From an optimization exercise on the open Yosys and OpenROAD flow, aimed at small area and a short achievable clock period; shortcuts taken in it are not production practice. Function was checked by simulation only, so behaviour that the tests miss may differ from the original. No activity file was given, so power comes from the tool's default toggle rates.

== P ==
// camera_display_top
module camera_display_top (
    input  logic       video_clk,
    input  logic       rst_n,
    input  logic       cam_vsync,
    input  logic       cam_href,
    input  logic [7:0] cam_data,
    output logic       vid_hs,
    output logic       vid_vs,
    output logic       vid_de,
    output logic [7:0] vid_r,
    output logic [7:0] vid_g,
    output logic [7:0] vid_b
);
For scale: ~4300 cells after synthesis, roughly 0.063 mm² of cells after synthesis.
Settings: LEC_CHECK=0, CAP_MARGIN=20, CORE_MARGIN=2, CORE_UTILIZATION=50, PLACE_DENSITY=0.65, SLEW_MARGIN=20; clock period 5.0 ns.
run.sh (not shown) runs the stock make flow with config.mk's settings and CLKGATE_MAP_FILE= SYNTH_SCRIPT=/design/flow/synth_recipe.tcl, a recipe that flattens the netlist after the stock synthesis.
Relative to P, the following input files were edited for Q:
- SETUP_SLACK_MARGIN: unset -> 2.7
- CTS_CLUSTER_SIZE: unset -> 30
- CORE_UTILIZATION: 50 -> 60
- CTS_CLUSTER_DIAMETER: unset -> 100
- PLACE_DENSITY: 0.65 -> 0.75
- The lower total of clock buffers placed in the layout came out of Q.
- Via total after detailed routing of Q exceeds that of P slightly.
- Any difference in multi-input gate count between P and Q is small enough to ignore.
- Setup slack (Q over P): increase, 1.00 ns
- Share of flip-flops with an asynchronous set or reset after synthesis of P is on par with Q.
- Cmp Q vs P: non-clock buffer count higher in Q
- [compare] base=P new=Q: total length of routed met2 wires increased by 3.1% relative to the old numbers; maximum number of pins on one net before global-route repair lower.
Relative to Q, the following input files were edited for R:
- CTS_CLUSTER_SIZE: 30 -> unset
- CTS_CLUSTER_DIAMETER: 100 -> unset
- CORE_UTILIZATION: 60 -> 50
- PLACE_DENSITY: 0.75 -> 0.65
- SETUP_SLACK_MARGIN: 2.7 -> 2.6
[summary]
Sort R and Q by clock insertion delay at the later pin of the skew report, descending, and R comes first. R: die area about 20% above Q. The share of power burned in combinational logic in R was lower than what Q gave. Compared to Q, R has met1 layer usage reported by global route 5.8 points lower. Number of post-CTS setup repair buffers of R falls short of that of Q by more than a quarter. Clock-net power (Q / R): 0.53. Cell area after placement, R and Q, lower one = Q.
#### Input delta (S over R)
- putting CTS_CLUSTER_SIZE at 24 where nothing was set
- swapping 2.6 for 2.7 in SETUP_SLACK_MARGIN
- putting CTS_CLUSTER_DIAMETER at 80 where nothing was set
Notes after the runs:
S against R: largest stage delay on the critical path moved down; cell count moved down; ratio of final minimum period to clock period moved down.

========
camera_display_top, a different RTL version from the one above (not shown whole).
For scale: ~4800 cells after synthesis, about 2400 flip-flops, roughly 62000 um2 of cells after synthesis.
export LEC_CHECK = 0
export CAP_MARGIN = 8
export CORE_MARGIN = 2
export CORE_UTILIZATION = 46
export CTS_CLUSTER_DIAMETER = 90
export CTS_CLUSTER_SIZE = 27
export PLACE_DENSITY = 0.62
export SETUP_SLACK_MARGIN = 2.85
export SLEW_MARGIN = 8
create_clock -name core_clock -period 5.0 [get_ports {video_clk}]
==> next run, changes <==
--- a/flow/config.mk
+++ b/flow/config.mk
@@ -8,8 +8,8 @@
 export CAP_MARGIN = 8
 export CORE_MARGIN = 2
-export CORE_UTILIZATION = 46
-export CTS_CLUSTER_DIAMETER = 90
-export CTS_CLUSTER_SIZE = 27
-export PLACE_DENSITY = 0.62
+export CORE_UTILIZATION = 50
+export CTS_CLUSTER_DIAMETER = 100
+export CTS_CLUSTER_SIZE = 30
+export PLACE_DENSITY = 0.65
 export SETUP_SLACK_MARGIN = 2.85
 export SLEW_MARGIN = 8
- non-clock buffer count falls by 1
- die area falls by about 8%
- design area falls by about 1%
==> next run, changes <==
--- a/flow/config.mk
+++ b/flow/config.mk
@@ -9,7 +9,7 @@
 export CORE_MARGIN = 2
 export CORE_UTILIZATION = 50
-export CTS_CLUSTER_DIAMETER = 100
-export CTS_CLUSTER_SIZE = 30
+export CTS_CLUSTER_DIAMETER = 90
+export CTS_CLUSTER_SIZE = 27
 export PLACE_DENSITY = 0.65
-export SETUP_SLACK_MARGIN = 2.85
+export SETUP_SLACK_MARGIN = 2.78
 export SLEW_MARGIN = 8
What happened: The new run finished with timing, DRC and antenna clean. Setup slack improves by 0.0087 ns. Routed wire length hardly moves. Clock-buffer cell count is higher by 8. Sequential share of layout area stays flat. Global-route usage climbs by 0.35 points. Worst hold slack gets worse by 0.062 ns. Fmax went up by 0.39%. Critical path depth does not change. Core utilization hardly moves. Flip-flop and latch count is unchanged.
==> next run, changes <==
--- a/flow/config.mk
+++ b/flow/config.mk
@@ -12,4 +12,4 @@
 export CTS_CLUSTER_SIZE = 27
 export PLACE_DENSITY = 0.65
-export SETUP_SLACK_MARGIN = 2.78
+export SETUP_SLACK_MARGIN = 2.85
 export SLEW_MARGIN = 8
The new run finished clean.
Via count barely changes.
Count of clock-buffer cells in the layout came out higher by 3.
Register-to-register slack gets better by 0.06 ns.
Flip-flop and latch count does not change.
Worst setup slack gets worse by 0.011 ns.
Power came out higher by 0.43%.

========
## amber
Starting RTL as in the previous note.
==> flow/design.v (excerpt) <==
module camera_display_top (
    input  logic       video_clk,
    input  logic       rst_n,
    input  logic       cam_vsync,
    input  logic       cam_href,
    input  logic [7:0] cam_data,
    output logic       vid_hs,
    output logic       vid_vs,
    output logic       vid_de,
    output logic [7:0] vid_r,
    output logic [7:0] vid_g,
    output logic [7:0] vid_b
);
export LEC_CHECK = 0
export CAP_MARGIN = 8
export CORE_MARGIN = 2
export CORE_UTILIZATION = 50
export CTS_CLUSTER_DIAMETER = 90
export CTS_CLUSTER_SIZE = 27
export PLACE_DENSITY = 0.72
export SETUP_SLACK_MARGIN = 2.85
export SLEW_MARGIN = 8
create_clock -name core_clock -period 5.0 [get_ports {video_clk}]
Both conditions hold for amber: the flow ran to the end and the final layout passed the timing, design-rule and antenna checks.
### amber -> garnet
Settings: CTS_CLUSTER_SIZE: 27 -> 24; CTS_CLUSTER_DIAMETER: 90 -> 80; PLACE_DENSITY: 0.72 -> 0.65.
==> comparison <==
- From amber to garnet the numbers moved as follows: final estimated routing congestion in global placement -about 0.7%, power attributed to the clock group +6.1%, peak ir drop on the vdd network +about 21%.
- The final-layout non-clock buffer area share of garnet exceeds that of amber by 0.31 points.
- Lower fraction of the cycle the final worst path needs among amber and garnet: garnet
- For the total power per unit cell area, garnet came in about 1% higher than amber did.
- Cell count: garnet higher than amber
--- input diff garnet..lagoon ---
Settings: changing SETUP_SLACK_MARGIN from 2.85 to 2.95; changing CTS_CLUSTER_DIAMETER from 80 to 90; changing CTS_CLUSTER_SIZE from 24 to 27.
Findings:
Sort lagoon and garnet by area taken by multi-input logic gates, descending, and lagoon comes first. lagoon — global routing usage summed across all routing layers 0.20 points higher, garnet as reference. A top metal layer carrying routed signals of met4 is what garnet shows, while met5 belongs to lagoon. The final cell count of garnet and that of lagoon are within noise of each other. [lagoon] smallest setup slack after layout fell 0.091 ns relative to garnet. garnet → lagoon: cell area after placement roughly the same; hold slack fell 0.069 ns; placed cell count essentially unchanged; count of antenna diodes in the layout now sits lower. Relative to garnet, the clock-buffer cell count measured on lagoon has decreased by more than 10%.

==> separate check: timing with driven ports <==
In the flow no input, the clock included, has a driving cell. The finished layouts below were timed again as built, in two steps.
Step 1, drivers: a clkbuf_16 drives video_clk and a buf_2 each remaining input, both assumed.
Step 2 times the ports against the registers' clock, not the clock port: input delays grow and output delays shrink by t, the midpoint of the rising clock arrivals with the driver on.
Slacks: no drivers / after step 1 / after step 2; pairs: no drivers / after step 1.
| run | shift t [ns] | setup WS [ns] | worst slew at a driven data input, ns |
|---|---|---|---|
| P | 0.875 | 1.638 / 1.638 / 1.425 | 0.05 |
| Q | 0.762 | 2.638 / 2.638 / 2.114 | 0.04 |
| R | 0.869 | 2.640 / 2.599 / 2.037 | 0.06 |
| S | 0.821 | 2.687 / 2.626 / 2.133 | 0.05 |
| the first run of note 2 | 0.816 | 2.728 / 2.659 / 2.195 | 0.04 |
| the second run of note 2 | 0.775 | 2.749 / 2.677 / 2.188 | 0.07 |
| the third run of note 2 | 0.776 | 2.758 / 2.685 / 2.087 | 0.04 |
| the fourth run of note 2 | 0.788 | 2.746 / 2.674 / 2.111 | 0.07 |
| amber | 0.778 | 2.721 / 2.651 / 2.131 | 0.07 |
| garnet | 0.790 | 2.742 / 2.669 / 2.211 | 0.07 |
| lagoon | 0.792 | 2.651 / 2.571 / 2.285 | 0.04 |
After both steps setup and hold are still met in every run listed. For the third run of note 2, which loses most, drivers alone change the setup slack by -0.073 ns; drivers and shift together by -0.671 ns.
